Background: an optimization exercise with open tools, aiming at a short achievable clock period and few clock cycles. Do not read the settings as production practice. At most, simulation tests tie the RTL to the original design; equivalence was not proved. Only the layout flow was run in runs 1 to 4; the RTL was not checked for function there. Power is estimated from default activity; no workload was simulated.

**flow/flow/run.sh**
```bash
#!/bin/bash
# The standard layout, with extra rounds of timing repair after global routing
# (flow/post_grt.tcl). The whole make output goes to flow_make.log here.
set -euo pipefail
export POST_GLOBAL_ROUTE_TCL="$PWD/flow/post_grt.tcl"
bash standard.sh finish > flow_make.log 2>&1
```
**flow/flow/post_grt.tcl**
```tcl
# More timing repair on global-route parasitics before detailed routing: each round repairs,
# legalizes the placement and reroutes what changed, as global_route.tcl does once.
set rounds 3
if {[info exists ::env(EXTRA_REPAIR_ROUNDS)]} { set rounds $::env(EXTRA_REPAIR_ROUNDS) }
for {set i 0} {$i < $rounds} {incr i} {
  log_cmd estimate_parasitics -global_routing
  puts "extra repair round $i: worst slack [sta::worst_slack_cmd max]"
  repair_timing_helper
  log_cmd global_route -start_incremental
  log_cmd detailed_placement
  log_cmd global_route -end_incremental
}
log_cmd estimate_parasitics -global_routing
puts "after extra repair rounds: worst slack [sta::worst_slack_cmd max]"
```
**flow/standard.sh**
```bash
#!/bin/bash
# synth_recipe.tcl (not shown) runs the flow's synth.tcl, then flattens the netlist and writes it again
# the make line also repeats each setting of config.mk as NAME=value (left out here)
make -C /OpenROAD-flow-scripts/flow DESIGN_CONFIG=/design/flow/config.mk WORK_HOME=/design/flow/orfs CLKGATE_MAP_FILE= SYNTH_SCRIPT=/design/flow/synth_recipe.tcl "${@:-finish}"
```
**flow/config.mk**
```make
export PLATFORM = sky130hd
export DESIGN_NAME = mipsPipe
export DESIGN_NICKNAME = mipsPipe
export VERILOG_FILES = /design/flow/design.v
export SDC_FILE = /design/flow/constraint.sdc
export NUM_CORES = 4
export LEC_CHECK = 0
export ABC_CLOCK_PERIOD_IN_PS = 2500
export CAP_MARGIN = 35
export CORE_MARGIN = 2
export CORE_UTILIZATION = 50
export SETUP_SLACK_MARGIN = 4.2
export SLEW_MARGIN = 35
```
**flow/constraint.sdc**
```tcl
create_clock -name core_clock -period 7.0 [get_ports {clk}]
set_input_delay 1.4000 -clock core_clock [delete_from_list [all_inputs] [get_ports {clk}]]
set_output_delay 1.4000 -clock core_clock [all_outputs]
set_load 0.01 [all_outputs]
```
**flow/design.v**
```verilog
package mipsPkg;
	typedef struct packed {
		logic [5:0] op;
		logic [4:0] rs;
		logic [4:0] rt;
		logic [4:0] rd;
		logic [4:0] shamt;
		logic [5:0] funct;
	} rFields;
	typedef struct packed {
		logic [5:0] op;
		logic [4:0] rs;
		logic [4:0] rt;
		logic [15:0] imm;
	} iFields;
	typedef struct packed {
		logic [5:0] op;
		logic [25:0] target;
	} jFields;
	typedef union packed {
		rFields rFmt;
		iFields iFmt;
		jFields jFmt;
	} instrWord;
	typedef logic [2:0] aluCode;
	typedef enum logic [1:0] {
		fwdReg = 2'b00,
		fwdWb  = 2'b01,
		fwdMem = 2'b10
	} fwdSel;
	typedef struct packed {
		logic regWrite;
		logic memToReg;
		logic memWrite;
		logic aluSrc;
		logic regDst;
		logic branch;
		logic jump;
		aluCode aluCtl;
	} ctrlSig;
	typedef struct packed {
		logic stallF;
		logic stallD;
		logic flushD;
		logic flushE;
		logic fwdAD;
		logic fwdBD;
		fwdSel fwdAE;
		fwdSel fwdBE;
	} hazardCtl;
	typedef struct packed {
		logic [32-1:0] addr;
		logic [32-1:0] wdata;
		logic we;
	} memReq;
	typedef struct packed {
		instrWord instr;
		logic [32-1:0] pcPlus4;
	} ifIdReg;
	typedef struct packed {
		ctrlSig ctrl;
		logic [32-1:0] srcA;
		logic [32-1:0] srcB;
		logic [32-1:0] signImm;
		logic [4:0] rs;
		logic [4:0] rt;
		logic [4:0] rd;
	} idExReg;
	typedef struct packed {
		ctrlSig ctrl;
		logic [32-1:0] aluOut;
		logic [32-1:0] writeData;
		logic [4:0] writeReg;
	} exMemReg;
	typedef struct packed {
		ctrlSig ctrl;
		logic [32-1:0] readData;
		logic [32-1:0] aluOut;
		logic [4:0] writeReg;
	} memWbReg;
endpackage
`timescale 1ns/10ps
module regFile (
	input  logic clk,
	input  logic writeEn,
	input  logic [4:0] readAddrA,
	input  logic [4:0] readAddrB,
	input  logic [4:0] writeAddr,
	input  logic [32-1:0] writeData,
	output logic [32-1:0] readDataA,
	output logic [32-1:0] readDataB
);
	logic [32-1:0] regs [1:32-1];
	always_ff @(posedge clk) begin
		if (writeEn) begin
			regs[writeAddr] <= writeData;
		end
	end
	assign readDataA = (readAddrA == 5'd0) ? '0 : regs[readAddrA];
	assign readDataB = (readAddrB == 5'd0) ? '0 : regs[readAddrB];
endmodule
`timescale 1ns/10ps
module controlUnit (
	input  logic [31:0] instr,
	input  logic valid,
	output logic regWrite,
	output logic memToReg,
	output logic memWrite,
	output logic branch,
	output logic aluSrc,
	output logic sub,
	output logic selArith,
	output logic selAnd,
	output logic selOr,
	output logic selSlt,
	output logic usesRt,
	output logic [4:0] writeReg
);
	logic [5:0] op;
	logic [5:0] funct;
	logic isR, isLw, isSw, isBeq, isAddi;
	logic fAdd, fSub, fAnd, fOr, fSlt, functOk;
	assign op = instr[31:26];
	assign funct = instr[5:0];
	assign isR = op == 6'b000000;
	assign isLw = op == 6'b100011;
	assign isSw = op == 6'b101011;
	assign isBeq = op == 6'b000100;
	assign isAddi = op == 6'b001000;
	assign fAdd = funct == 6'b100000;
	assign fSub = funct == 6'b100010;
	assign fAnd = funct == 6'b100100;
	assign fOr = funct == 6'b100101;
	assign fSlt = funct == 6'b101010;
	assign functOk = fAdd || fSub || fAnd || fOr || fSlt;
	assign writeReg = isR ? instr[15:11] : instr[20:16];
	assign regWrite = valid && ((isR && functOk) || isLw || isAddi) && (writeReg != 5'd0);
	assign memToReg = valid && isLw && (writeReg != 5'd0);
	assign memWrite = valid && isSw;
	assign branch = valid && isBeq;
	assign aluSrc = !isR;
	assign sub = isR && (fSub || fSlt);
	assign selAnd = isR && fAnd;
	assign selOr = isR && fOr;
	assign selSlt = isR && fSlt;
	assign selArith = !(isR && (fAnd || fOr || fSlt));
	assign usesRt = isR || isSw || isBeq;
endmodule
`timescale 1ns/10ps
module aluUnit (
	input  logic [32-1:0] a,
	input  logic [32-1:0] bx,
	input  logic sub,
	input  logic selArith,
	input  logic selAnd,
	input  logic selOr,
	input  logic selSlt,
	output logic [32-1:0] y
);
	logic [32-1:0] sum;
	logic lt;
	prefixAdd #(.W(32)) adder (.a(a), .b(bx), .cin(sub), .s(sum));
	assign lt = (a[31] == bx[31]) ? a[31] : sum[31];
	assign y = ({32{selArith}} & sum) | ({32{selAnd}} & (a & bx)) |
		({32{selOr}} & (a | bx)) | {31'd0, selSlt & lt};
endmodule
module prefixAdd #(
	parameter int W = 30,
	parameter int L = 5
) (
	input  logic [W-1:0] a,
	input  logic [W-1:0] b,
	input  logic cin,
	output logic [W-1:0] s
);
	logic [W-1:0] p0;
	logic [W-1:0] gl [L+1];
	logic [W-1:0] pl [L+1];
	assign p0 = a ^ b;
	assign gl[0] = {a[W-1:1] & b[W-1:1], (a[0] & b[0]) | (p0[0] & cin)};
	assign pl[0] = p0;
	for (genvar k = 0; k < L; k++) begin : level
		for (genvar i = 0; i < W; i++) begin : bitPos
			if (i >= (1 << k)) begin : combine
				assign gl[k+1][i] = gl[k][i] | (pl[k][i] & gl[k][i - (1 << k)]);
				assign pl[k+1][i] = pl[k][i] & pl[k][i - (1 << k)];
			end else begin : pass
				assign gl[k+1][i] = gl[k][i];
				assign pl[k+1][i] = pl[k][i];
			end
		end
	end
	assign s = p0 ^ {gl[L][W-2:0], cin};
endmodule
`timescale 1ns/10ps
module mipsPipe (
	input  logic clk,
	input  logic reset,
	output logic [32-1:0] imemAddr,
	input  logic [32-1:0] imemData,
	output logic [32-1:0] dmemAddr,
	output logic [32-1:0] dmemWdata,
	output logic dmemWe,
	input  logic [32-1:0] dmemRdata
);
	localparam int FST_LOG = 3;
	localparam int FST_N = 1 << FST_LOG;
	logic [31:2] pc;
	logic seqF;
	logic dValid;
	logic [31:0] dInstr;
	logic [31:2] dPcPlus4;
	logic [31:2] bTargetD;
	logic [31:2] dPc;
	logic dFetchedTaken;
	logic dPred;
	logic redirectD;
	logic eRegWrite, eMemToReg, eMemWrite, eBranch;
	logic eSub, eSelArith, eSelAnd, eSelOr, eSelSlt;
	logic ePred;
	logic [31:0] eA, eB, eOpBx;
	logic [31:2] eRecover;
	logic [4:0] eWReg;
	logic mRegWrite, mMemToReg, mMemWrite;
	logic [31:0] mAlu, mWData;
	logic [4:0] mWReg;
	logic loadStall;
	logic redirectE;
	logic [31:0] aluE;
	logic [31:2] pcPlus4F, jTargetF, seqNextF, fstTargetF;
	logic jumpF, fstHitF;
	assign imemAddr = {pc, 2'b00};
	assign jumpF = imemData[31:26] == 6'b000010;
	prefixAdd #(.W(30)) incF (.a(pc), .b(30'd0), .cin(1'b1), .s(pcPlus4F));
	assign jTargetF = {pcPlus4F[31:28], imemData[25:0]};
	logic fstValid [FST_N];
	logic fstTaken [FST_N];
	logic [31:2] fstKey [FST_N];
	logic [31:2] fstTarget [FST_N];
	logic [FST_LOG-1:0] fstPtr;
	logic [FST_N-1:0] fstHitVec;
	logic fstTakenF;
	logic installFold, installTaken;
	always_comb begin
		fstTargetF = '0;
		fstTakenF = 1'b0;
		for (int i = 0; i < FST_N; i++) begin
			fstHitVec[i] = fstValid[i] && fstKey[i] == pc;
			fstTargetF = fstTargetF | ({30{fstHitVec[i]}} & fstTarget[i]);
			fstTakenF = fstTakenF | (fstHitVec[i] & fstTaken[i]);
		end
	end
	assign fstHitF = |fstHitVec;
	assign seqNextF = fstHitF ? fstTargetF : pcPlus4F;
	always_ff @(posedge clk) begin
		if (reset) begin
			pc <= '0;
		end else if (redirectE) begin
			pc <= eRecover;
		end else if (!loadStall) begin
			if (redirectD) begin
				pc <= bTargetD;
			end else if (jumpF) begin
				pc <= jTargetF;
			end else begin
				pc <= seqNextF;
			end
		end
	end
	always_ff @(posedge clk) begin
		if (reset || redirectE) begin
			seqF <= 1'b0;
		end else if (!loadStall) begin
			seqF <= !redirectD && !jumpF && !fstHitF;
		end
	end
	assign installFold = jumpF && seqF && !loadStall && !(dValid && dPred);
	assign installTaken = redirectD;
	logic instR, instTakenR;
	logic [31:2] instKeyR, instTargetR;
	always_ff @(posedge clk) begin
		if (reset) begin
			instR <= 1'b0;
		end else begin
			instR <= installFold || installTaken;
		end
	end
	always_ff @(posedge clk) begin
		instTakenR <= installTaken;
		instKeyR <= dPc;
		instTargetR <= installTaken ? bTargetD : jTargetF;
	end
	always_ff @(posedge clk) begin
		if (reset) begin
			fstPtr <= '0;
			for (int i = 0; i < FST_N; i++) begin
				fstValid[i] <= 1'b0;
			end
		end else if (instR) begin
			fstValid[fstPtr] <= 1'b1;
			fstPtr <= fstPtr + 1'b1;
		end
	end
	always_ff @(posedge clk) begin
		if (instR) begin
			fstKey[fstPtr] <= instKeyR;
			fstTarget[fstPtr] <= instTargetR;
			fstTaken[fstPtr] <= instTakenR;
		end
	end
	always_ff @(posedge clk) begin
		if (reset || redirectE) begin
			dValid <= 1'b0;
		end else if (!loadStall) begin
			dValid <= !jumpF && !redirectD;
		end
	end
	always_ff @(posedge clk) begin
		if (!loadStall) begin
			dInstr <= imemData;
			dPcPlus4 <= pcPlus4F;
			dPc <= pc;
			dFetchedTaken <= fstTakenF;
		end
	end
	logic [4:0] rsD, rtD, wRegD;
	logic regWriteD, memToRegD, memWriteD, branchD, aluSrcD, subD;
	logic selArithD, selAndD, selOrD, selSltD, usesRtD;
	logic [31:0] rfA, rfB, srcAD, srcBD, immD, resultM, opBD;
	logic fwdAE, fwdBE;
	assign rsD = dInstr[25:21];
	assign rtD = dInstr[20:16];
	controlUnit ctl (
		.instr(dInstr),
		.valid(dValid),
		.regWrite(regWriteD),
		.memToReg(memToRegD),
		.memWrite(memWriteD),
		.branch(branchD),
		.aluSrc(aluSrcD),
		.sub(subD),
		.selArith(selArithD),
		.selAnd(selAndD),
		.selOr(selOrD),
		.selSlt(selSltD),
		.usesRt(usesRtD),
		.writeReg(wRegD)
	);
	assign resultM = mMemToReg ? dmemRdata : mAlu;
	regFile rf (
		.clk(clk),
		.writeEn(mRegWrite),
		.readAddrA(rsD),
		.readAddrB(rtD),
		.writeAddr(mWReg),
		.writeData(resultM),
		.readDataA(rfA),
		.readDataB(rfB)
	);
	assign srcAD = (mRegWrite && mWReg == rsD) ? resultM : rfA;
	assign srcBD = (mRegWrite && mWReg == rtD) ? resultM : rfB;
	assign immD = {{16{dInstr[15]}}, dInstr[15:0]};
	assign opBD = aluSrcD ? immD : (subD ? ~srcBD : srcBD);
	prefixAdd #(.W(30)) brAddD (.a(dPcPlus4), .b(immD[29:0]), .cin(1'b0), .s(bTargetD));
	assign dPred = branchD && ((rsD == rtD) || dInstr[15]);
	assign redirectD = dPred && !dFetchedTaken && !loadStall;
	assign fwdAE = eRegWrite && eWReg == rsD;
	assign fwdBE = eRegWrite && eWReg == rtD;
	assign loadStall = dValid && eMemToReg && ((eWReg == rsD) || (usesRtD && eWReg == rtD));
	always_ff @(posedge clk) begin
		if (reset || redirectE || loadStall) begin
			eRegWrite <= 1'b0;
			eMemToReg <= 1'b0;
			eMemWrite <= 1'b0;
			eBranch <= 1'b0;
		end else begin
			eRegWrite <= regWriteD;
			eMemToReg <= memToRegD;
			eMemWrite <= memWriteD;
			eBranch <= branchD;
		end
	end
	always_ff @(posedge clk) begin
		eSub <= subD;
		eSelArith <= selArithD;
		eSelAnd <= selAndD;
		eSelOr <= selOrD;
		eSelSlt <= selSltD;
		eWReg <= wRegD;
		ePred <= dPred;
		eRecover <= dPred ? dPcPlus4 : bTargetD;
		eA <= fwdAE ? aluE : srcAD;
		eB <= fwdBE ? aluE : srcBD;
		if (fwdBE && !aluSrcD) begin
			eOpBx <= subD ? ~aluE : aluE;
		end else begin
			eOpBx <= opBD;
		end
	end
	aluUnit alu (
		.a(eA),
		.bx(eOpBx),
		.sub(eSub),
		.selArith(eSelArith),
		.selAnd(eSelAnd),
		.selOr(eSelOr),
		.selSlt(eSelSlt),
		.y(aluE)
	);
	assign redirectE = eBranch && ((eA == eB) != ePred);
	always_ff @(posedge clk) begin
		if (reset) begin
			mRegWrite <= 1'b0;
			mMemToReg <= 1'b0;
			mMemWrite <= 1'b0;
		end else begin
			mRegWrite <= eRegWrite;
			mMemToReg <= eMemToReg;
			mMemWrite <= eMemWrite;
		end
	end
	always_ff @(posedge clk) begin
		mAlu <= aluE;
		mWData <= eB;
		mWReg <= eWReg;
	end
	assign dmemAddr = mAlu;
	assign dmemWdata = mWData;
	assign dmemWe = mMemWrite;
endmodule
```
==> results.sh, run 1 <==
export IMPL_status="no timing/DRC/antenna violations"
export IMPL_remaining_drc_errors=0
export IMPL_port_buffers=160
export IMPL_slowest_delay_ns=0.50
export IMPL_cp_data_required_time_ns=7.78
export IMPL_ir_drop_uv=325.9
export IMPL_synth_area_leaders="edfxtp_1, mux4_2, dfxtp_1, xnor2_1, mux2i_1"
export IMPL_dp_slack_ns=2.534
export IMPL_hold_buffers=0
export IMPL_cts_root_buf="clkbuf_16"
export IMPL_grt_max_degree=65
export IMPL_ys_async_sr_fraction_pct=0
export IMPL_die_w_um=416.6
export IMPL_power_uw=28120
export IMPL_hp_class="reg2reg"
export IMPL_fillerInstances=11830
export IMPL_ys_warn_count=8
export IMPL_tns_ns=0
export IMPL_maxCapViolCount=0
export IMPL_vias_per_cell=6.790
export IMPL_initial_core_util_pct=50.28
export IMPL_route_antenna_remaining_nets=0
export IMPL_grt_overflow_total=0
export IMPL_cts_buffers=197
export IMPL_routabilityCongestion=0.9588
export IMPL_cp_max_fo=5
export IMPL_wl_per_cell_um=36.93
export IMPL_cts_setup_buffers=299
export IMPL_final_hold_violation_count=0
export IMPL_routed_wl_um=311400
export IMPL_r2r_start="dInstr[15]"
export IMPL_h_tree_depth=4
export IMPL_cp_slowest_cell="edfxtp_1"
export IMPL_synth_edff_count=1573
export IMPL_synth_cell_type_count=89
export IMPL_synth_seq_area_share_pct=63.21
export IMPL_worst_pin_slew_ns=0.9827
export IMPL_slew_violations=0
export IMPL_synth_common_cells="edfxtp_1, mux4_2, dfxtp_1"
export IMPL_clock_latency_ns=0.87
export IMPL_syn_area_um2=85120
export IMPL_max_freq_mhz=306.0
export IMPL_worst_setup_path_type="reg2reg"
export IMPL_hp_start="dPc[22]"
export IMPL_final_layout_size_suffix_gt1_share_pct=38.83
export IMPL_antenna_found_initial=7
export IMPL_startpoint_type="flip-flop"
export IMPL_ios=163
export IMPL_leakagePower_uw=0.03745
export IMPL_period_share_pct=46.69
export IMPL_ys_ff_latch=1901
export IMPL_setup_worst_path_end_class="flip-flop"
export IMPL_clock_sinks=1901
export IMPL_reg2regPathDepth=11
export IMPL_vias=57250
export IMPL_timing_rr_end="pc[28]"
export IMPL_holdPathEnd="instKeyR[22]"
export IMPL_syn_to_final_growth_pct=26.89
export IMPL_finalSetupViolCount=0
export IMPL_drt_iter0_markers=8848
export IMPL_hpwl_um=168600
export IMPL_crit_path_cell_trace="buf_12 -> ha_4 -> nand4_1 -> or3b_4 -> o41ai_4 -> buf_4 -> a21oi_4 -> a211oi_4 -> xor2_1 -> nand2_1 -> a221oi_2"
export IMPL_dieArea_um2=173600
export IMPL_max_slew_margin_pct=34.49
export IMPL_cts_resized=1079
export IMPL_yosys_most_used_dff="edfxtp_1"
export IMPL_powerDensity_nw_per_um2=260.4
export IMPL_cp_buffers_inverters=2
export IMPL_postLayoutCoreUtil_pct=63.81
export IMPL_netlist_instances=5296
export IMPL_cp_arrival_ns=4.05
export IMPL_yosysTopAreaCell="edfxtp_1"
export IMPL_worst_r2r_setup_slack_ns=3.73
export IMPL_grt_util_all_layers_pct=34.48
export IMPL_rows=151
export IMPL_clockBufferDepth=3
export IMPL_synth_top_area_share_pct=55.49
export IMPL_clkTransAtPathRegs_ns=0.07
export IMPL_grt_pass1_vias=53370
export IMPL_crit_family="compound AO/OA/AOI/OAI gates"
export IMPL_syn_area_per_cell_um2=16.07
export IMPL_grt_pass1_wl_um=416900
export IMPL_cp_num_cells=11
export IMPL_nets=6202
export IMPL_cts_tree="yes"
export IMPL_skew_ns=0.03581
export IMPL_core_area_um2=169300
export IMPL_first_pass_iters=9
export IMPL_finalCriticalPeriod_ns=3.268
export IMPL_finalWorstSetupSlack_ns=3.732
export IMPL_die_height_um=416.6
export IMPL_synth_most_common_cell="edfxtp_1"
export IMPL_min_path_cells=0
-- layout make-up --
cell class	count	area [µm²]	share of cell area, %
clock inverters	125	1386	1.283
well taps	2218	2775	2.569
repair buffers	872	10370	9.597
repair inverters	6	37.54	0.03475
multi-input cells	2919	33510	31.02
clock buffers	247	5335	4.939
inverters	141	570.5	0.5282
diodes	2	5.005	0.004633
flip-flops and latches	1901	54030	50.02
-- sequential cells by signal, indices dropped and copies added (netlist names), 3 cells and up, named ones only --
| signal | flops |
|---|---|
| dInstr | 32 |
| dPc | 30 |
| dPcPlus4 | 30 |
| eA | 32 |
| eB | 32 |
| eOpBx | 32 |
| eRecover | 30 |
| eWReg | 5 |
| fstKey | 240 |
| fstPtr | 3 |
| fstTaken | 8 |
| fstTarget | 240 |
| fstValid | 8 |
| instKeyR | 30 |
| instTargetR | 30 |
| mAlu | 32 |
| mWData | 32 |
| mWReg | 5 |
| pc | 30 |
| rf.regs | 992 |
-- power breakdown --
part	total [µW]	switching (µW)	internal, µW	leakage [µW]
logic	3900	2400	1510	0.0170
registers	13300	251	13000	0.0171
clock network	10900	4610	6320	0.00329
total	28100	7260	20900	0.0374
-- kinds of logic (layout without fill, tap and decap cells) --
| logic type | after synthesis | count (layout) | synth area share (%) |
|---|---|---|---|
| DFF | 1901 | 1901 | 63.21 |
| and+or+nand+nor | 915 | 918 | 5.455 |
| muxes | 758 | 758 | 17.14 |
| AOI/OAI and AO/OA | 743 | 743 | 5.956 |
| buffers and inverters | 480 | 1391 | 2.586 |
| xor gates and xnor gates | 400 | 400 | 4.186 |
| adders and majority gates | 98 | 98 | 1.467 |
| other | 1 | 4 | 0.004405 |
-- routing by layer --
metal	track usage (%)	vias up	wire (µm)
met5	0	-	24
li1	-	22620	-
met2	49.34	4178	133500
met1	49.61	29570	119000
met4	15.06	4	16560
met3	9.433	876	42280
-- worst max path at each step --
stage	startpoint	to	slack (ns)
floorplan	fstPtr[0]	fstKey[2][0]	3.38
global placement	eA[15]	pc[15]	2.26
detailed placement	dInstr[27]	pc[2]	2.53
CTS	pc[2]	pc[25]	3.81
finish	dInstr[15]	pc[28]	3.73
-- layout by cell type (no fill, tap or decap), drive strengths merged, types with 95 or more instances in the layout --
cell type | synthesis | final
ha | 95 | 95
dfxtp | 328 | 328
mux4 | 556 | 556
a21oi | 179 | 179
clkbuf | 166 | 268
nand2 | 264 | 264
edfxtp | 1573 | 1573
xnor2 | 307 | 307
inv | 141 | 141
nor2 | 241 | 241
mux2i | 165 | 165
nand4 | 126 | 126
buf | 173 | 776
-- metrics by stage --
| stage | hold WS (ns) | std cells | area, µm² |
|---|---|---|---|
| after floorplan | 0.3233 | 5297 | 85280 |
| after global placement | 0.3246 | 7476 | 89560 |
| after detailed placement | 0.3269 | 7479 | 89710 |
| after CTS | 0.3385 | 8201 | 103400 |
| final | 0.3403 | 8431 | 108000 |
==> inputs of run 2 (changes only) <==
--- a/flow/design.v
+++ b/flow/design.v
@@ -237,19 +237,44 @@
 	logic fstTaken [FST_N];
 	logic [31:2] fstKey [FST_N];
+	logic [31:2] fstKeyM4 [FST_N];
 	logic [31:2] fstTarget [FST_N];
 	logic [FST_LOG-1:0] fstPtr;
-	logic [FST_N-1:0] fstHitVec;
 	logic fstTakenF;
 	logic installFold, installTaken;
+	logic [FST_N-1:0] seqHitR, tgtHitR, hitVecF;
+	logic luValidR, luSeqR;
+	always_ff @(posedge clk) begin
+		for (int i = 0; i < FST_N; i++) begin
+			if (instR && fstPtr == i) begin
+				seqHitR[i] <= 1'b0;
+				tgtHitR[i] <= 1'b0;
+			end else if (!loadStall) begin
+				seqHitR[i] <= fstValid[i] && fstKeyM4[i] == pc;
+				tgtHitR[i] <= fstValid[i] && fstKey[i] == fstTargetF;
+			end
+		end
+	end
+	always_ff @(posedge clk) begin
+		if (!loadStall) begin
+			luSeqR <= !fstHitF;
+		end
+	end
+	always_ff @(posedge clk) begin
+		if (reset || redirectE) begin
+			luValidR <= 1'b0;
+		end else if (!loadStall) begin
+			luValidR <= !redirectD && !jumpF;
+		end
+	end
+	assign hitVecF = luSeqR ? seqHitR : tgtHitR;
 	always_comb begin
 		fstTargetF = '0;
 		fstTakenF = 1'b0;
 		for (int i = 0; i < FST_N; i++) begin
-			fstHitVec[i] = fstValid[i] && fstKey[i] == pc;
-			fstTargetF = fstTargetF | ({30{fstHitVec[i]}} & fstTarget[i]);
-			fstTakenF = fstTakenF | (fstHitVec[i] & fstTaken[i]);
+			fstTargetF = fstTargetF | ({30{hitVecF[i]}} & fstTarget[i]);
+			fstTakenF = fstTakenF | (hitVecF[i] & fstTaken[i]);
 		end
 	end
-	assign fstHitF = |fstHitVec;
+	assign fstHitF = luValidR && (|hitVecF);
 	assign seqNextF = fstHitF ? fstTargetF : pcPlus4F;
 	always_ff @(posedge clk) begin
@@ -277,6 +302,7 @@
 	assign installFold = jumpF && seqF && !loadStall && !(dValid && dPred);
 	assign installTaken = redirectD;
+	prefixAdd #(.W(30)) decD (.a(dPc), .b('1), .cin(1'b0), .s(dPcMinus4));
 	logic instR, instTakenR;
-	logic [31:2] instKeyR, instTargetR;
+	logic [31:2] instKeyR, instKeyM4R, instTargetR, dPcMinus4;
 	always_ff @(posedge clk) begin
 		if (reset) begin
@@ -289,4 +315,5 @@
 		instTakenR <= installTaken;
 		instKeyR <= dPc;
+		instKeyM4R <= dPcMinus4;
 		instTargetR <= installTaken ? bTargetD : jTargetF;
 	end
@@ -305,4 +332,5 @@
 		if (instR) begin
 			fstKey[fstPtr] <= instKeyR;
+			fstKeyM4[fstPtr] <= instKeyM4R;
 			fstTarget[fstPtr] <= instTargetR;
 			fstTaken[fstPtr] <= instTakenR;
@@ -321,5 +349,5 @@
 			dPcPlus4 <= pcPlus4F;
 			dPc <= pc;
-			dFetchedTaken <= fstTakenF;
+			dFetchedTaken <= fstHitF && fstTakenF;
 		end
 	end
--- a/flow/config.mk
+++ b/flow/config.mk
@@ -9,5 +9,5 @@
 export CAP_MARGIN = 35
 export CORE_MARGIN = 2
-export CORE_UTILIZATION = 50
-export SETUP_SLACK_MARGIN = 4.2
+export CORE_UTILIZATION = 55
+export SETUP_SLACK_MARGIN = 4.0
 export SLEW_MARGIN = 35
==> results.sh, run 2 <==
export IMPL_status="no timing/DRC/antenna violations"
export IMPL_synth_cell_type_count=92
export IMPL_synth_most_common_cell="edfxtp_1"
export IMPL_max_slew_margin_pct=30.03
export IMPL_grtUsageMet2_pct=55.05
export IMPL_dieArea_um2=179500
export IMPL_finalSetupViolCount=0
export IMPL_die_w_um=423.7
export IMPL_grt_overflow_total=0
export IMPL_grtUsageMet1_pct=52.85
export IMPL_gr_usage_met3_pct=8.495
export IMPL_grt_pass1_wl_um=463100
export IMPL_synth_common_cells="edfxtp_1, mux4_2, xor2_1"
export IMPL_mostFrequentLayoutCell="edfxtp_1"
export IMPL_port_buffers=160
export IMPL_clock_latency_ns=0.88
export IMPL_rows=154
export IMPL_antenna_found_initial=12
export IMPL_nets=6936
export IMPL_vias=63160
export IMPL_cp_slowest_cell="fa_2"
export IMPL_hpwl_um=195800
export IMPL_synth_compound_gate_area_share_pct=6.150
export IMPL_ys_ff_latch=2188
export IMPL_cp_common_cell="fa_2"
export IMPL_crit_path_cell_trace="fa_2 -> fa_2 -> a211o_1 -> a211oi_4 -> buf_6 -> o21ai_4 -> a311oi_4 -> nor3_2 -> mux2i_1 -> o31ai_2 -> xnor2_1 -> a21oi_1"
export IMPL_drt_iter0_markers=9540
export IMPL_skew_ns=0.02570
export IMPL_grt_util_all_layers_pct=37.08
export IMPL_routabilityCongestion=0.9625
export IMPL_slowest_delay_ns=0.42
export IMPL_cts_resized=685
export IMPL_hold_buffers=0
export IMPL_syn_area_um2=96860
export IMPL_routed_wl_um=344300
export IMPL_leakagePower_uw=0.04100
export IMPL_final_cells=9308
export IMPL_grt_busiest_layer="met2"
export IMPL_route_antenna_remaining_nets=0
export IMPL_clkTransAtPathRegs_ns=0.07
export IMPL_final_cell_mix="edfxtp_1, mux4_2, buf_4"
export IMPL_netlist_instances=6081
export IMPL_max_freq_mhz=301.1
export IMPL_ys_async_sr_fraction_pct=0
export IMPL_largest_register="rf.regs"
export IMPL_synth_top_family_by_area="multiplexers"
export IMPL_powerDensity_nw_per_um2=263.6
export IMPL_syn_area_per_cell_um2=15.93
export IMPL_ir_drop_uv=310.5
export IMPL_grt_pass1_vias=59400
export IMPL_tns_ns=0
export IMPL_setup_worst_path_end_class="flip-flop"
export IMPL_finalCriticalPeriod_ns=3.321
export IMPL_holdWs_ns=0.3570
export IMPL_clockBufferDepth=3
export IMPL_dp_cells=8382
export IMPL_cp_data_required_time_ns=7.74
export IMPL_maxCapViolCount=0
export IMPL_ys_warn_count=8
export IMPL_synthMuxAreaShare_pct=15.22
export IMPL_synth_seq_area_share_pct=63.97
export IMPL_initial_core_util_pct=55.18
export IMPL_cts_root_buf="clkbuf_16"
export IMPL_h_tree_depth=4
export IMPL_die_height_um=423.7
export IMPL_synth_xor_area_share_pct=5.991
export IMPL_syn_to_final_growth_pct=22.80
export IMPL_cp_max_fo=4
export IMPL_first_pass_iters=6
export IMPL_hp_class="reg2reg"
export IMPL_grt_max_degree=76
export IMPL_remaining_drc_errors=0
export IMPL_cts_buffers=224
export IMPL_slew_violations=0
export IMPL_ios=163
export IMPL_worst_setup_path_type="reg2reg"
export IMPL_final_hold_violation_count=0
export IMPL_cts_tree="yes"
export IMPL_synthSimpleGateAreaFrac_pct=4.734
export IMPL_yosysTopAreaCell="edfxtp_1"
export IMPL_synth_edff_count=1814
export IMPL_clock_sinks=2188
export IMPL_core_area_um2=175500
export IMPL_startpoint_type="flip-flop"
export IMPL_synth_area_leaders="edfxtp_1, mux4_2, dfxtp_1, xor2_1, xnor2_1"
export IMPL_cp_buffers_inverters=1
export IMPL_wl_per_cell_um=36.99
export IMPL_period_share_pct=47.45
export IMPL_cp_arrival_ns=4.06
export IMPL_yosys_most_used_dff="edfxtp_1"
export IMPL_worst_pin_slew_ns=1.050
export IMPL_dp_slack_ns=2.674
export IMPL_crit_family="compound AO/OA/AOI/OAI gates"
export IMPL_synthAdderAreaFrac_pct=1.367
export IMPL_largest_register_ffs=992
export IMPL_finalWorstSetupSlack_ns=3.679
export IMPL_cts_setup_buffers=211
export IMPL_vias_per_cell=6.786
export IMPL_final_layout_size_suffix_gt1_share_pct=31.57
export IMPL_synth_top_area_share_pct=56.24
run 2: logic make-up (layout without fill, tap and decap cells):
| kind of cell | count (synthesis) | in the layout |
|---|---|---|
| compound gates | 863 | 863 |
| flops | 2188 | 2188 |
| simple gates | 946 | 947 |
| mux | 784 | 798 |
| buf+inv | 534 | 1403 |
| fa+ha+maj | 104 | 104 |
| other cells | 1 | 4 |
| xor+xnor | 661 | 661 |
run 2: worst reg2reg max path: stages (launching register included):
cell and delay [ns]:
dfxtp_2 0.33, fa_2 0.42, fa_2 0.39, a211o_1 0.31
a211oi_4 0.23, buf_6 0.16, o21ai_4 0.10, a311oi_4 0.37
nor3_2 0.11, mux2i_1 0.19, o31ai_2 0.33, xnor2_1 0.16
a21oi_1 0.08
run 2: final cells by class:
| type | count | area, µm² |
|---|---|---|
| Timing Repair inverter | 4 | 36.28 |
| Sequential cell | 2188 | 62080 |
| Tap cell | 2340 | 2928 |
| Clock buffer | 314 | 6291 |
| Clock inverter | 112 | 1271 |
| Antenna cell | 2 | 5.005 |
| Inverter | 144 | 601.8 |
| Multi-Input combinational cell | 3375 | 36080 |
| Timing Repair Buffer | 829 | 9656 |
| Fill cell | 11860 | 56590 |
run 2: where the power goes:
group / switching, µW / internal, µW / total [µW] / leakage [µW]
logic: 2290 / 1360 / 3640 / 0.0175
registers: 403 / 15000 / 15400 / 0.0198
clock network: 5160 / 7150 / 12300 / 0.00368
total: 7850 / 23500 / 31400 / 0.0410
run 2: per-stage QoR:
step                total power, µW  instance area [µm²]  util, %
detailed placement            18620               101900    58.03
finish                        31350               118900    67.76
floorplan                     17150                97100        -
global placement              18560               101400    57.78
CTS                           31020               114600    65.30
run 2: path summary, 6_finish.rpt:
path,cells after the start,start,end,slack [ns]
max reg2reg,12,eSub,eOpBx[30],3.68
max,12,eSub,eOpBx[30],3.68
min reg2reg,0,eB[13],mWData[13],0.36
min,0,eB[13],mWData[13],0.36
run 2: layer usage:
layer  share of wire [%]  vias up
li1                    -    25330
met1                  38    32690
met2                  45     4400
met3                  12      734
met4                 5.2        4
met5              0.0093        -
==> inputs of run 3 (changes only) <==
--- a/flow/design.v
+++ b/flow/design.v
@@ -228,5 +228,5 @@
 	logic redirectE;
 	logic [31:0] aluE;
-	logic [31:2] pcPlus4F, jTargetF, seqNextF, fstTargetF;
+	logic [31:2] pcPlus4F, bTargetF, jTargetF, seqNextF, fstTargetF;
 	logic jumpF, fstHitF;
 	assign imemAddr = {pc, 2'b00};
@@ -234,4 +234,6 @@
 	prefixAdd #(.W(30)) incF (.a(pc), .b(30'd0), .cin(1'b1), .s(pcPlus4F));
 	assign jTargetF = {pcPlus4F[31:28], imemData[25:0]};
+	prefixAdd #(.W(30)) brAddF (.a(pc), .b({{14{imemData[15]}}, imemData[15:0]}), .cin(1'b1),
+		.s(bTargetF));
 	logic fstValid [FST_N];
 	logic fstTaken [FST_N];
@@ -349,4 +351,5 @@
 			dPcPlus4 <= pcPlus4F;
 			dPc <= pc;
+			bTargetD <= bTargetF;
 			dFetchedTaken <= fstHitF && fstTakenF;
 		end
@@ -355,5 +358,6 @@
 	logic regWriteD, memToRegD, memWriteD, branchD, aluSrcD, subD;
 	logic selArithD, selAndD, selOrD, selSltD, usesRtD;
-	logic [31:0] rfA, rfB, srcAD, srcBD, immD, resultM, opBD;
+	logic [31:0] rfA, rfB, dA, dB, srcAD, srcBD, immD, resultM, opBD;
+	logic [4:0] rsF, rtF;
 	logic fwdAE, fwdBE;
 	assign rsD = dInstr[25:21];
@@ -379,6 +383,6 @@
 		.clk(clk),
 		.writeEn(mRegWrite),
-		.readAddrA(rsD),
-		.readAddrB(rtD),
+		.readAddrA(rsF),
+		.readAddrB(rtF),
 		.writeAddr(mWReg),
 		.writeData(resultM),
@@ -386,9 +390,31 @@
 		.readDataB(rfB)
 	);
-	assign srcAD = (mRegWrite && mWReg == rsD) ? resultM : rfA;
-	assign srcBD = (mRegWrite && mWReg == rtD) ? resultM : rfB;
+	assign rsF = imemData[25:21];
+	assign rtF = imemData[20:16];
+	always_ff @(posedge clk) begin
+		if (loadStall) begin
+			dA <= srcAD;
+			dB <= srcBD;
+		end else begin
+			if (eRegWrite && !eMemToReg && eWReg == rsF) begin
+				dA <= aluE;
+			end else if (mRegWrite && mWReg == rsF) begin
+				dA <= resultM;
+			end else begin
+				dA <= rfA;
+			end
+			if (eRegWrite && !eMemToReg && eWReg == rtF) begin
+				dB <= aluE;
+			end else if (mRegWrite && mWReg == rtF) begin
+				dB <= resultM;
+			end else begin
+				dB <= rfB;
+			end
+		end
+	end
+	assign srcAD = (mRegWrite && mWReg == rsD) ? resultM : dA;
+	assign srcBD = (mRegWrite && mWReg == rtD) ? resultM : dB;
 	assign immD = {{16{dInstr[15]}}, dInstr[15:0]};
 	assign opBD = aluSrcD ? immD : (subD ? ~srcBD : srcBD);
-	prefixAdd #(.W(30)) brAddD (.a(dPcPlus4), .b(immD[29:0]), .cin(1'b0), .s(bTargetD));
 	assign dPred = branchD && ((rsD == rtD) || dInstr[15]);
 	assign redirectD = dPred && !dFetchedTaken && !loadStall;
==> results.sh, run 3 <==
export IMPL_status="no timing/DRC/antenna violations"
export IMPL_core_area_um2=180900
export IMPL_design_area_um2=122000
export IMPL_cp_slowest_cell="mux2_4"
export IMPL_skew_ns=0.03205
export IMPL_cts_root_buf="clkbuf_16"
export IMPL_ios=163
export IMPL_mostFrequentLayoutCell="edfxtp_1"
export IMPL_dieArea_um2=185700
export IMPL_maxCapViolCount=0
export IMPL_max_slew_margin_pct=19.87
export IMPL_syn_area_um2=100300
export IMPL_port_buffers=160
export IMPL_hpwl_um=205400
export IMPL_synth_edff_count=1844
export IMPL_rows=156
export IMPL_yosysTopAreaCell="edfxtp_1"
export IMPL_grtUsageMet1_pct=48.78
export IMPL_ir_drop_uv=350.5
export IMPL_synth_top_area_share_pct=55.23
export IMPL_grt_util_all_layers_pct=38.70
export IMPL_finalSetupViolCount=0
export IMPL_min_path_cells=0
export IMPL_startpoint_type="flip-flop"
export IMPL_cp_buffers_inverters=4
export IMPL_clkTransAtPathRegs_ns=0.06
export IMPL_wl_per_cell_um=37.69
export IMPL_holdPathEnd="mWData[24]"
export IMPL_clock_sinks=2272
export IMPL_cts_buffers=229
export IMPL_postLayoutCoreUtil_pct=67.43
export IMPL_hp_start="eB[24]"
export IMPL_synth_area_leaders="edfxtp_1, mux4_2, dfxtp_1, xor2_1, xnor2_1"
export IMPL_routed_wl_um=365100
export IMPL_crit_path_cell_trace="buf_8 -> buf_12 -> buf_12 -> mux2_4 -> a22oi_1 -> nand4_1 -> buf_4 -> xnor2_2 -> nand4_1 -> nor4_4 -> a22oi_1 -> a21oi_1"
export IMPL_vias=65650
export IMPL_die_w_um=431.0
export IMPL_worst_r2r_setup_slack_ns=3.65
export IMPL_grtUsageMet2_pct=61.08
export IMPL_grt_pass1_wl_um=495500
export IMPL_first_pass_iters=9
export IMPL_cts_tree="yes"
export IMPL_setup_worst_path_end_class="flip-flop"
export IMPL_syn_to_final_growth_pct=21.68
export IMPL_hold_buffers=0
export IMPL_grt_pass1_vias=62710
export IMPL_final_cell_mix="edfxtp_1, mux4_2, xor2_1"
export IMPL_grt_busiest_layer="met2"
export IMPL_period_share_pct=47.86
export IMPL_yosys_most_used_dff="edfxtp_1"
export IMPL_routabilityCongestion=0.9321
export IMPL_final_hold_violation_count=0
export IMPL_synth_most_common_cell="edfxtp_1"
export IMPL_powerDensity_nw_per_um2=271.3
export IMPL_finalCriticalPeriod_ns=3.350
export IMPL_drt_iter0_markers=8640
export IMPL_crit_family="simple AND/OR/NAND/NOR gates"
export IMPL_fillerInstances=12380
export IMPL_route_antenna_remaining_nets=0
export IMPL_syn_area_per_cell_um2=15.48
export IMPL_worst_setup_path_type="reg2reg"
export IMPL_initial_core_util_pct=55.41
export IMPL_synth_cell_type_count=88
export IMPL_leakagePower_uw=0.04227
export IMPL_largest_register="rf.regs"
export IMPL_largest_register_ffs=992
export IMPL_antenna_found_initial=25
export IMPL_ys_warn_count=8
export IMPL_cts_setup_buffers=203
export IMPL_final_layout_size_suffix_gt1_share_pct=29.57
export IMPL_multiInputGateArea_um2=37410
export IMPL_hp_class="reg2reg"
export IMPL_r2r_start="luSeqR"
export IMPL_cp_data_required_time_ns=7.83
export IMPL_cp_arrival_ns=4.18
export IMPL_netlist_instances=6476
export IMPL_place_area_um2=105800
export IMPL_cp_max_fo=8
export IMPL_clockBufferDepth=3
export IMPL_slew_violations=0
export IMPL_clock_latency_ns=0.90
export IMPL_ys_ff_latch=2272
export IMPL_h_tree_depth=4
export IMPL_cts_resized=779
export IMPL_gr_usage_met3_pct=6.624
export IMPL_tns_ns=0
export IMPL_synth_seq_area_share_pct=63.77
export IMPL_slowest_delay_ns=0.47
export IMPL_timing_rr_end="tgtHitR[6]"
export IMPL_synth_common_cells="edfxtp_1, mux4_2, dfxtp_1"
export IMPL_ys_async_sr_fraction_pct=0
export IMPL_grt_overflow_total=0
export IMPL_worst_pin_slew_ns=1.189
export IMPL_regArea_um2=64060
export IMPL_grt_max_degree=73
export IMPL_reg2regPathDepth=12
export IMPL_nets=7267
export IMPL_vias_per_cell=6.778
export IMPL_die_height_um=431.0
export IMPL_remaining_drc_errors=0
export IMPL_max_freq_mhz=298.5
-- run 3: through the flow --
stage | hold slack (ns) | instances | worst slack [ns] | power, µW
2_1_floorplan | 0.3499 | 6477 | 3.297 | 17940
3_3_place_gp | 0.3616 | 8806 | 2.134 | 19630
3_5_place_dp | 0.3592 | 8827 | 2.231 | 19690
4_1_cts | 0.3672 | 9507 | 3.683 | 32630
6_report | 0.3663 | 9685 | 3.650 | 33100
-- run 3: area by class of cell --
class | instances | share of cell area [%]
antenna | 10 | 0.02051
clock buffer | 313 | 5.241
timing repair buffer | 780 | 7.448
inverter | 144 | 0.4728
sequential | 2272 | 52.51
tap | 2370 | 2.431
multi-input combinational | 3670 | 30.66
clock inverter | 126 | 1.215
-- run 3: kinds of logic (layout without fill, tap and decap cells) --
group,count (synthesis),count (layout),synth area share (%)
adders and majority gates,104,104,1.320
AOI/OAI and AO/OA,995,995,6.685
DFF,2272,2272,63.77
other,1,12,0.003740
xor gates and xnor gates,673,673,5.879
and+or+nand+nor,1062,1065,5.080
muxes,820,831,14.93
buffers and inverters,549,1363,2.329
-- run 3: report_power, final --
part           switching (µW)  total [µW]  internal (µW)
Combinational            2610        4250           1640
Clock                    5380       12800           7440
Sequential                432       16000          15600
Total                    8420       33100          24700
-- run 3: worst max-delay path by stage --
stage	from	to	depth (start not counted)
3_5_place_dp	imemData[21]	dA[21]	9
3_3_place_gp	imemData[15]	bTargetD[30]	10
6_report	luSeqR	tgtHitR[6]	12
4_1_cts	eA[0]	eOpBx[30]	11
2_1_floorplan	imemData[7]	bTargetD[27]	10
-- run 3: worst register-to-register path, stage by stage, from the launching register on --
cell and delay [ns]:
edfxtp_1 0.44, buf_8 0.17, buf_12 0.13, buf_12 0.14, mux2_4 0.47, a22oi_1 0.20, nand4_1 0.26, buf_4 0.30
xnor2_2 0.24, nand4_1 0.22, nor4_4 0.46, a22oi_1 0.12, a21oi_1 0.15
-- run 3: metal layers --
layer,vias to the layer above,share of wire (%)
met2,3999,47
met3,1057,8.9
met1,33920,36
met5,-,0.012
li1,26670,-
met4,6,8.9
==> inputs of run 4 (changes only) <==
--- a/flow/design.v
+++ b/flow/design.v
@@ -160,5 +160,5 @@
 	logic [32-1:0] sum;
 	logic lt;
-	prefixAdd #(.W(32)) adder (.a(a), .b(bx), .cin(sub), .s(sum));
+	prefixAddLateCin #(.W(32)) adder (.a(a), .b(bx), .cin(sub), .s(sum));
 	assign lt = (a[31] == bx[31]) ? a[31] : sum[31];
 	assign y = ({32{selArith}} & sum) | ({32{selAnd}} & (a & bx)) |
@@ -193,4 +193,34 @@
 	assign s = p0 ^ {gl[L][W-2:0], cin};
 endmodule
+module prefixAddLateCin #(
+	parameter int W = 32,
+	parameter int L = 5
+) (
+	input  logic [W-1:0] a,
+	input  logic [W-1:0] b,
+	input  logic cin,
+	output logic [W-1:0] s
+);
+	logic [W-1:0] p0;
+	logic [W-1:0] carry;
+	logic [W-1:0] gl [L+1];
+	logic [W-1:0] pl [L+1];
+	assign p0 = a ^ b;
+	assign gl[0] = a & b;
+	assign pl[0] = p0;
+	for (genvar k = 0; k < L; k++) begin : level
+		for (genvar i = 0; i < W; i++) begin : bitPos
+			if (i >= (1 << k)) begin : combine
+				assign gl[k+1][i] = gl[k][i] | (pl[k][i] & gl[k][i - (1 << k)]);
+				assign pl[k+1][i] = pl[k][i] & pl[k][i - (1 << k)];
+			end else begin : pass
+				assign gl[k+1][i] = gl[k][i];
+				assign pl[k+1][i] = pl[k][i];
+			end
+		end
+	end
+	assign carry = {gl[L][W-2:0] | (pl[L][W-2:0] & {(W-1){cin}}), cin};
+	assign s = p0 ^ carry;
+endmodule
 `timescale 1ns/10ps
 module mipsPipe (
==> results.sh, run 4 <==
export IMPL_cts_resized=911
export IMPL_final_cell_mix="edfxtp_1, mux4_2, xor2_1"
export IMPL_route_antenna_remaining_nets=0
export IMPL_finalCriticalPeriod_ns=3.337
export IMPL_cp_arrival_ns=4.14
export IMPL_skew_ns=0.03007
export IMPL_hp_class="reg2reg"
export IMPL_finalWorstSetupSlack_ns=3.663
export IMPL_port_buffers=160
export IMPL_h_tree_depth=4
export IMPL_crit_path_cell_trace="buf_6 -> mux2_4 -> buf_12 -> buf_4 -> a221oi_2 -> and3_4 -> buf_4 -> xor2_1 -> nand4_1 -> nor4_4 -> a22oi_1 -> a21oi_1"
export IMPL_grt_util_all_layers_pct=38.75
export IMPL_clockBufferDepth=3
export IMPL_reg2regPathDepth=12
export IMPL_ir_drop_uv=239.9
export IMPL_worst_pin_slew_ns=1.088
export IMPL_worst_r2r_setup_slack_ns=3.66
export IMPL_routabilityCongestion=0.9456
export IMPL_cp_common_cell="buf_4"
export IMPL_ys_warn_count=8
export IMPL_clkTransAtPathRegs_ns=0.06
export IMPL_timing_rr_end="tgtHitR[7]"
export IMPL_leakagePower_uw=0.04238
export IMPL_die_w_um=431.1
export IMPL_die_height_um=431.1
export IMPL_largest_register="rf.regs"
export IMPL_synth_top_area_share_pct=55.19
export IMPL_cts_setup_buffers=240
export IMPL_ys_ff_latch=2272
export IMPL_synth_area_leaders="edfxtp_1, mux4_2, dfxtp_1, xor2_1, xnor2_1"
export IMPL_nets=7416
export IMPL_startpoint="luSeqR"
export IMPL_hold_buffers=0
export IMPL_cp_max_fo=6
export IMPL_grt_pass1_wl_um=496800
export IMPL_netlist_instances=6619
export IMPL_powerDensity_nw_per_um2=264.7
export IMPL_finalSetupViolCount=0
export IMPL_clock_sinks=2272
export IMPL_largest_register_ffs=992
export IMPL_max_slew_margin_pct=26.68
export IMPL_cp_data_required_time_ns=7.80
export IMPL_cp_num_cells=12
export IMPL_hpwl_um=204900
export IMPL_drt_iter0_markers=8699
export IMPL_slowest_delay_ns=0.44
export IMPL_startpoint_type="flip-flop"
export IMPL_initial_core_util_pct=55.45
export IMPL_yosys_most_used_dff="edfxtp_1"
export IMPL_cp_slowest_cell="edfxtp_1"
export IMPL_cp_endpoint="tgtHitR[7]"
export IMPL_grt_overflow_total=0
export IMPL_cp_buffers_inverters=4
export IMPL_synth_edff_count=1844
export IMPL_syn_area_per_cell_um2=15.16
export IMPL_dp_slack_ns=2.175
export IMPL_vias=66220
export IMPL_fillerInstances=12440
export IMPL_setup_worst_path_end_class="flip-flop"
export IMPL_tns_ns=0
export IMPL_status="no timing/DRC/antenna violations"
export IMPL_routed_wl_um=365300
export IMPL_cts_tree="yes"
export IMPL_antenna_found_initial=15
export IMPL_cts_root_buf="clkbuf_16"
export IMPL_remaining_drc_errors=0
export IMPL_grt_pass1_vias=62940
export IMPL_r2r_start="luSeqR"
export IMPL_synth_cell_type_count=86
export IMPL_final_hold_violation_count=0
export IMPL_synth_common_cells="edfxtp_1, mux4_2, dfxtp_1"
export IMPL_rows=156
export IMPL_dieArea_um2=185900
export IMPL_crit_family="simple AND/OR/NAND/NOR gates"
export IMPL_period_share_pct=47.68
export IMPL_ios=163
export IMPL_clock_latency_ns=0.89
export IMPL_final_layout_size_suffix_gt1_share_pct=29.63
export IMPL_vias_per_cell=6.741
export IMPL_synth_seq_area_share_pct=63.73
export IMPL_cts_buffers=228
export IMPL_mostFrequentLayoutCell="edfxtp_1"
export IMPL_wl_per_cell_um=37.18
export IMPL_yosysTopAreaCell="edfxtp_1"
export IMPL_syn_to_final_growth_pct=22.04
export IMPL_maxCapViolCount=0
export IMPL_syn_area_um2=100300
export IMPL_max_freq_mhz=299.6
export IMPL_first_pass_iters=6
export IMPL_grt_max_degree=70
export IMPL_slew_violations=0
export IMPL_worst_setup_path_type="reg2reg"
export IMPL_synth_most_common_cell="edfxtp_1"
export IMPL_core_area_um2=180900
export IMPL_ys_async_sr_fraction_pct=0
## run 4: cell types whose count changed after synthesis, moves of 16 or more
cell	previous run	this run
o221ai_1	83	49
a21oi_1	188	267
a211oi_1	47	90
a211o_1	20	4
o211ai_1	92	68
mux4_2	532	516
xnor2_1	284	268
buf_1	62	88
buf_4	27	6
clkbuf_1	218	234
nor2_1	279	310
## run 4: how the worst min path moves through the flow
stage               startpoint    endpoint  slack, ns  cells past startpoint
CTS                     eB[12]  mWData[12]       0.36                      0
detailed placement      eB[30]  mWData[30]       0.36                      0
finish                  eB[12]  mWData[12]       0.36                      0
global placement        eB[31]  mWData[31]       0.36                      0
floorplan                eB[0]   mWData[0]       0.35                      0
## run 4: worst register-to-register path: stages (launching register included)
cell and delay (ns):
edfxtp_1 0.44, buf_6 0.16, mux2_4 0.43, buf_12 0.22
buf_4 0.14, a221oi_2 0.38, and3_4 0.32, buf_4 0.14
xor2_1 0.14, nand4_1 0.31, nor4_4 0.33, a22oi_1 0.12
a21oi_1 0.13
## run 4: through the flow
| step | hold slack, ns | utilization (%) | area [µm²] | total power [µW] | std cells |
|---|---|---|---|---|---|
| after floorplan | 0.3499 | - | 101200 | 17850 | 6620 |
| after global placement | 0.3576 | 58.22 | 105300 | 19520 | 8928 |
| after detailed placement | 0.3564 | 58.53 | 105900 | 19580 | 8945 |
| after CTS | 0.3640 | 66.11 | 119600 | 32090 | 9665 |
| final | 0.3635 | 67.67 | 122400 | 32410 | 9824 |
## run 4: area by class of cell
| type | instances | area [µm²] | share of cell area, % |
|---|---|---|---|
| Multi-Input combinational cell | 3789 | 37750 | 30.83 |
| Timing Repair Buffer | 798 | 9313 | 7.606 |
| Clock inverter | 116 | 1052 | 0.8594 |
| Inverter | 153 | 656.9 | 0.5365 |
| Timing Repair inverter | 4 | 31.28 | 0.02555 |
| Tap cell | 2370 | 2965 | 2.422 |
| Antenna cell | 8 | 20.02 | 0.01635 |
| Sequential cell | 2272 | 64090 | 52.34 |
| Clock buffer | 314 | 6569 | 5.365 |
## run 4: power by group
group          leakage [µW]  internal, µW  switching [µW]
Sequential           0.0205         15500             410
Combinational        0.0181          1470            2580
Clock               0.00375          7110            5310
Total                0.0424         24100            8300
## run 4: cell families after synthesis
family / Yosys count / share of synthesized area (%)
compound gates: 1086 / 7.110
xor+xnor: 667 / 5.823
fa+ha+maj: 104 / 1.312
buf+inv: 571 / 2.271
flops: 2272 / 63.73
mux: 786 / 14.35
other cells: 1 / 0.003738
simple gates: 1132 / 5.404
## run 4: layer usage
metal,up-vias,routed length [µm],track usage [%]
li1,27170,-,-
met1,34040,127700,47.79
met2,3967,173000,62.34
met3,1049,32610,6.807
met4,6,31950,27.45
met5,-,46,0
==> inputs of run 5 (changes only) <==
--- a/flow/design.v
+++ b/flow/design.v
@@ -243,4 +243,5 @@
 	logic [31:2] bTargetD;
 	logic [31:2] dPc;
+	logic dPredF;
 	logic dFetchedTaken;
 	logic dPred;
@@ -274,20 +275,24 @@
 	logic fstTakenF;
 	logic installFold, installTaken;
-	logic [FST_N-1:0] seqHitR, tgtHitR, hitVecF;
-	logic luValidR, luSeqR;
-	always_ff @(posedge clk) begin
+	logic [FST_N-1:0] luHitVec;
+	logic [31:2] luTarget;
+	logic luTaken;
+	logic luHitR, luValidR, luTakenR;
+	logic [31:2] luTargetR;
+	always_comb begin
+		luTarget = '0;
+		luTaken = 1'b0;
 		for (int i = 0; i < FST_N; i++) begin
-			if (instR && fstPtr == i) begin
-				seqHitR[i] <= 1'b0;
-				tgtHitR[i] <= 1'b0;
-			end else if (!loadStall) begin
-				seqHitR[i] <= fstValid[i] && fstKeyM4[i] == pc;
-				tgtHitR[i] <= fstValid[i] && fstKey[i] == fstTargetF;
-			end
+			luHitVec[i] = fstValid[i] && !(instR && fstPtr == i) &&
+				(fstHitF ? fstKey[i] == fstTargetF : fstKeyM4[i] == pc);
+			luTarget = luTarget | ({30{luHitVec[i]}} & fstTarget[i]);
+			luTaken = luTaken | (luHitVec[i] & fstTaken[i]);
 		end
 	end
 	always_ff @(posedge clk) begin
 		if (!loadStall) begin
-			luSeqR <= !fstHitF;
+			luHitR <= |luHitVec;
+			luTakenR <= luTaken;
+			luTargetR <= luTarget;
 		end
 	end
@@ -299,14 +304,7 @@
 		end
 	end
-	assign hitVecF = luSeqR ? seqHitR : tgtHitR;
-	always_comb begin
-		fstTargetF = '0;
-		fstTakenF = 1'b0;
-		for (int i = 0; i < FST_N; i++) begin
-			fstTargetF = fstTargetF | ({30{hitVecF[i]}} & fstTarget[i]);
-			fstTakenF = fstTakenF | (hitVecF[i] & fstTaken[i]);
-		end
-	end
-	assign fstHitF = luValidR && (|hitVecF);
+	assign fstHitF = luValidR && luHitR;
+	assign fstTargetF = luTargetR;
+	assign fstTakenF = luTakenR;
 	assign seqNextF = fstHitF ? fstTargetF : pcPlus4F;
 	always_ff @(posedge clk) begin
@@ -381,4 +379,6 @@
 			dPcPlus4 <= pcPlus4F;
 			dPc <= pc;
+			dPredF <= imemData[31:26] == 6'b000100 &&
+				((imemData[25:21] == imemData[20:16]) || imemData[15]);
 			bTargetD <= bTargetF;
 			dFetchedTaken <= fstHitF && fstTakenF;
@@ -447,5 +447,5 @@
 	assign immD = {{16{dInstr[15]}}, dInstr[15:0]};
 	assign opBD = aluSrcD ? immD : (subD ? ~srcBD : srcBD);
-	assign dPred = branchD && ((rsD == rtD) || dInstr[15]);
+	assign dPred = dValid && dPredF;
 	assign redirectD = dPred && !dFetchedTaken && !loadStall;
 	assign fwdAE = eRegWrite && eWReg == rsD;
==> results.sh, run 5 <==
export IMPL_finalSetupViolCount=0
export IMPL_cts_buffers=228
export IMPL_ios=163
export IMPL_grt_pass1_vias=63580
export IMPL_cp_common_cell="buf_12"
export IMPL_synthSimpleGateAreaFrac_pct=5.467
export IMPL_remaining_drc_errors=0
export IMPL_hpwl_um=217400
export IMPL_vias=67010
export IMPL_largest_register="rf.regs"
export IMPL_syn_area_um2=100900
export IMPL_synth_most_common_cell="edfxtp_1"
export IMPL_synth_seq_area_share_pct=63.98
export IMPL_wl_per_cell_um=38.35
export IMPL_clock_latency_ns=0.90
export IMPL_synth_xor_area_share_pct=5.874
export IMPL_clkTransAtPathRegs_ns=0.06
export IMPL_cts_resized=947
export IMPL_first_pass_iters=8
export IMPL_crit_path_cell_trace="xnor2_1 -> nand3_1 -> nor3_2 -> o211a_4 -> buf_12 -> buf_8 -> buf_12 -> buf_12 -> buf_16 -> buf_12 -> buf_12 -> a21oi_4 -> o2bb2ai_2"
export IMPL_synth_cell_type_count=93
export IMPL_cp_max_fo=7
export IMPL_timing_rr_end="dB[9]"
export IMPL_drt_iter0_markers=9508
export IMPL_synth_compound_gate_area_share_pct=6.379
export IMPL_netlist_instances=6577
export IMPL_skew_ns=0.03143
export IMPL_slew_violations=0
export IMPL_yosysTopAreaCell="edfxtp_1"
export IMPL_port_buffers=160
export IMPL_largest_register_ffs=992
export IMPL_ys_ff_latch=2288
export IMPL_max_freq_mhz=305.8
export IMPL_cp_data_required_time_ns=7.75
export IMPL_crit_family="simple AND/OR/NAND/NOR gates"
export IMPL_vias_per_cell=6.828
export IMPL_leakagePower_uw=0.04343
export IMPL_final_hold_violation_count=0
export IMPL_r2r_start="eWReg[2]"
export IMPL_dieArea_um2=187000
export IMPL_grt_max_degree=63
export IMPL_cts_setup_buffers=248
export IMPL_grt_util_all_layers_pct=39.18
export IMPL_initial_core_util_pct=55.25
export IMPL_cts_tree="yes"
export IMPL_period_share_pct=46.71
export IMPL_max_slew_margin_pct=25.48
export IMPL_ys_async_sr_fraction_pct=0
export IMPL_maxCapViolCount=0
export IMPL_route_antenna_remaining_nets=0
export IMPL_routed_wl_um=376300
export IMPL_core_area_um2=182700
export IMPL_grt_pass1_wl_um=504500
export IMPL_cp_slowest_cell="nor3_2"
export IMPL_cp_buffers_inverters=7
export IMPL_die_height_um=432.4
export IMPL_yosys_most_used_dff="edfxtp_1"
export IMPL_setup_worst_path_end_class="flip-flop"
export IMPL_hold_buffers=0
export IMPL_startpoint="eWReg[2]"
export IMPL_multiInputGateArea_um2=37780
export IMPL_reg2regPathDepth=13
export IMPL_cts_root_buf="clkbuf_16"
export IMPL_status="no timing/DRC/antenna violations"
export IMPL_hp_class="reg2reg"
export IMPL_worst_setup_path_type="reg2reg"
export IMPL_startpoint_type="flip-flop"
export IMPL_dp_slack_ns=1.967
export IMPL_slowest_delay_ns=0.90
export IMPL_mostFrequentLayoutCell="edfxtp_1"
export IMPL_fillerInstances=12420
export IMPL_ir_drop_uv=238.6
export IMPL_worst_pin_slew_ns=1.112
export IMPL_tns_ns=0
export IMPL_synth_top_family_by_area="multiplexers"
export IMPL_final_cell_mix="edfxtp_1, mux4_2, xnor2_1"
export IMPL_die_w_um=432.4
export IMPL_synth_top_area_share_pct=55.81
export IMPL_postLayoutCoreUtil_pct=67.92
export IMPL_syn_area_per_cell_um2=15.35
export IMPL_cp_endpoint="dB[9]"
export IMPL_clock_sinks=2288
export IMPL_routabilityCongestion=1.001
export IMPL_cp_num_cells=13
export IMPL_regArea_um2=64770
export IMPL_clockBufferDepth=3
export IMPL_synthAdderAreaFrac_pct=1.304
export IMPL_antenna_found_initial=21
export IMPL_synth_area_leaders="edfxtp_1, mux4_2, dfxtp_1, xnor2_1, xor2_1"
export IMPL_rows=157
export IMPL_h_tree_depth=4
export IMPL_worst_r2r_setup_slack_ns=3.73
export IMPL_ys_warn_count=8
export IMPL_synthMuxAreaShare_pct=14.72
export IMPL_finalWorstSetupSlack_ns=3.730
export IMPL_syn_to_final_growth_pct=22.93
export IMPL_synth_edff_count=1876
export IMPL_finalCriticalPeriod_ns=3.270
export IMPL_nets=7385
export IMPL_synth_common_cells="edfxtp_1, mux4_2, dfxtp_1"
export IMPL_cp_arrival_ns=4.02
export IMPL_grt_overflow_total=0
export IMPL_final_layout_size_suffix_gt1_share_pct=30.60
export IMPL_powerDensity_nw_per_um2=265.1
## run 5: how the worst min path moves through the flow
stage | start | to | slack, ns | depth (start not counted)
CTS | eB[31] | mWData[31] | 0.37 | 0
detailed placement | eB[31] | mWData[31] | 0.36 | 0
global placement | eB[31] | mWData[31] | 0.36 | 0
finish | eB[28] | mWData[28] | 0.37 | 0
floorplan | eB[0] | mWData[0] | 0.35 | 0
## run 5: cell families after synthesis
group           Yosys count
mux                     820
other cells               1
simple gates           1155
buf+inv                 560
compound gates          972
flops                  2288
fa+ha+maj               104
xor+xnor                677
## run 5: area by class of cell
type / instances / share of cell area [%]
sequential: 2288 / 52.20
clock inverter: 126 / 1.039
antenna: 13 / 0.02622
tap: 2385 / 2.405
timing repair inverter: 5 / 0.07865
inverter: 146 / 0.4911
multi-input combinational: 3732 / 30.44
clock buffer: 304 / 5.084
timing repair buffer: 814 / 8.230
## run 5: power by group
part	switching (µW)	internal, µW	total, µW
clock network	5390	7100	12500
logic	2720	1440	4160
registers	493	15700	16200
## run 5: per-stage QoR
step / hold slack [ns] / instance area [µm²] / total power [µW] / cells
2_1_floorplan: 0.3487 / 101700 / 18160 / 6578
6_report: 0.3657 / 124100 / 32900 / 9813
3_3_place_gp: 0.3597 / 106200 / 19970 / 8931
4_1_cts: 0.3668 / 120400 / 32570 / 9673
3_5_place_dp: 0.3580 / 106800 / 20040 / 8956
## run 5: worst reg2reg max path, delay by kind of cell, from the launching register on
kind                   cells  cell delay, ns
AO/OA/AOI/OAI              3            0.53
XOR/XNOR                   1            0.17
buffers and inverters      7            0.90
flip-flops                 1            0.52
AND/OR/NAND/NOR            2            1.00
## run 5: routing by layer
layer / share of wire [%] / global-route usage (%) / vias to the layer above / wire length [µm]
met3: 9.3 / 6.427 / 1221 / 34860
met1: 35 / 49.26 / 34480 / 131400
li1: - / - / 26980 / -
met4: 9.0 / 27.32 / 12 / 33760
met5: 0.021 / 0 / - / 78
met2: 47 / 62.53 / 4310 / 176200
Testbench counts of run 5, summed over its fixed seeds: cycles 115,014.
==> inputs of run 6 (changes only) <==
--- a/flow/config.mk
+++ b/flow/config.mk
@@ -9,5 +9,5 @@
 export CAP_MARGIN = 35
 export CORE_MARGIN = 2
-export CORE_UTILIZATION = 55
-export SETUP_SLACK_MARGIN = 4.0
+export CORE_UTILIZATION = 50
+export SETUP_SLACK_MARGIN = 4.2
 export SLEW_MARGIN = 35
==> results.sh, run 6 <==
export IMPL_status="no timing/DRC/antenna violations"
export IMPL_clock_latency_ns=0.90
export IMPL_ys_warn_count=8
export IMPL_largest_register="rf.regs"
export IMPL_synth_most_common_cell="edfxtp_1"
export IMPL_max_freq_mhz=294.1
export IMPL_mostFrequentLayoutCell="edfxtp_1"
export IMPL_route_antenna_remaining_nets=0
export IMPL_die_height_um=453.3
export IMPL_yosysTopAreaCell="edfxtp_1"
export IMPL_ir_drop_uv=252.2
export IMPL_reg2regPathDepth=16
export IMPL_slew_violations=0
export IMPL_p_int_uw=24920
export IMPL_power_uw=33870
export IMPL_vias_per_cell=6.654
export IMPL_grt_overflow_total=0
export IMPL_skew_ns=0.06719
export IMPL_drt_iter0_markers=9767
export IMPL_grt_pass1_vias=63970
export IMPL_worst_setup_path_type="in2reg"
export IMPL_cp_data_required_time_ns=7.64
export IMPL_ys_async_sr_fraction_pct=0
export IMPL_grt_util_all_layers_pct=34.90
export IMPL_cts_setup_buffers=356
export IMPL_remaining_drc_errors=0
export IMPL_p_clk_share_pct=37.6
export IMPL_ys_ff_latch=2288
export IMPL_finalCriticalPeriod_ns=3.401
export IMPL_powerDensity_nw_per_um2=259.6
export IMPL_synth_seq_area_share_pct=63.98
export IMPL_hold_buffers=0
export IMPL_die_w_um=453.3
export IMPL_max_slew_margin_pct=29.43
export IMPL_syn_area_per_cell_um2=15.35
export IMPL_min_path_cells=0
export IMPL_final_layout_size_suffix_gt1_share_pct=37.60
export IMPL_slowest_delay_ns=0.41
export IMPL_maxCapViolCount=0
export IMPL_dieArea_um2=205500
export IMPL_cp_slowest_cell="fa_2"
export IMPL_wl_met3_um=38930
export IMPL_ios=163
export IMPL_hp_class="reg2reg"
export IMPL_wl_met2_um=177100
export IMPL_clock_sinks=2288
export IMPL_hpwl_um=208100
export IMPL_cts_resized=1433
export IMPL_cts_tree="yes"
export IMPL_routed_wl_um=380200
export IMPL_synth_edff_count=1876
export IMPL_setup_worst_path_end_class="flip-flop"
export IMPL_routabilityCongestion=0.9176
export IMPL_initial_core_util_pct=50.40
export IMPL_vias=68960
export IMPL_tns_ns=0
export IMPL_finalSetupViolCount=0
export IMPL_cts_buffers=233
export IMPL_rows=164
export IMPL_cp_num_cells=16
export IMPL_netSwitchingFraction_pct=26.42
export IMPL_netlist_instances=6577
export IMPL_grt_max_degree=63
export IMPL_grt_pass1_wl_um=499900
export IMPL_first_pass_iters=8
export IMPL_largest_register_ffs=992
export IMPL_cp_buffers_inverters=5
export IMPL_seq_power_share_pct=48.0
export IMPL_synth_cell_type_count=93
export IMPL_crit_family="compound AO/OA/AOI/OAI gates"
export IMPL_worst_pin_slew_ns=1.047
-- run 6: cell counts after synthesis --
Identical to the previous run, type by type.
-- run 6: final timing paths --
| check | from | endpoint | slack, ns |
|---|---|---|---|
| min | eB[27] | mWData[27] | 0.36 |
| max | imemData[0] | bTargetD[30] | 3.60 |
| min reg2reg | eB[27] | mWData[27] | 0.36 |
| max reg2reg | pc[2] | bTargetD[30] | 3.65 |
-- run 6: layer usage --
layer	track usage, %	vias up
li1	-	27600
met2	55.73	4578
met3	6.693	1163
met5	0	-
met4	18.80	8
met1	45.33	35610
-- run 6: cell type report --
type	count	area, µm²
Clock inverter	136	1478
Timing Repair Buffer	1079	13650
Sequential cell	2288	64820
Clock buffer	304	6304
Fill cell	13830	69840
Inverter	146	643.1
Multi-Input combinational cell	3738	39930
Tap cell	2656	3323
Antenna cell	3	7.507
Timing Repair inverter	14	280.3
-- run 6: stage by stage --
stage               setup WS (ns)  hold WS, ns  util (%)  cell area (µm²)  std cells
finish                      3.599       0.3556     65.13           130400      10360
detailed placement          2.109       0.3540     53.25           106600       9188
global placement            2.103       0.3562     53.12           106400       9180
floorplan                   3.180       0.3487         -           101700       6578
CTS                         3.772       0.3548     61.40           123000      10040
-- run 6: power groups by stage --
stage / combinational, µW / sequential [µW] / clock [µW]
2_1_floorplan: 1920 / 16200 / 0
3_3_place_gp: 3440 / 16500 / 0
3_5_place_dp: 3500 / 16500 / 0
4_1_cts: 4150 / 16200 / 12800
6_report: 4870 / 16300 / 12700
-- run 6: cells by family after synthesis --
kind of cell | synth area share, %
compound gates | 6.379
flops | 63.98
fa+ha+maj | 1.304
other cells | 0.003715
simple gates | 5.467
buf+inv | 2.266
mux | 14.72
xor+xnor | 5.874

[port drivers added, routing unchanged]
Ports are ideal in the flow. The routed layouts listed here were re-timed in OpenROAD.
Step 1: set_driving_cell puts a clkbuf_16 on clk and a buf_2 on each other input, an assumption about the parent block.
Step 2, shift: input delay + t, output delay - t, t = (earliest + latest rising clock arrival at the registers) / 2. This alone moves slack from input paths to output paths.
Slacks: ideal / step 1 / step 2; pairs: ideal / step 1.
run | t, ns | slack for setup (ns)
run 1 | 0.938 | 3.732 / 3.693 / 3.069
run 2 | 0.944 | 3.679 / 3.679 / 3.131
run 3 | 0.976 | 3.650 / 3.650 / 2.758
run 4 | 0.956 | 3.663 / 3.663 / 2.795
run 5 | 0.974 | 3.730 / 3.661 / 2.687
run 6 | 0.952 | 3.599 / 3.491 / 2.539
After both steps every run listed still meets setup and hold.
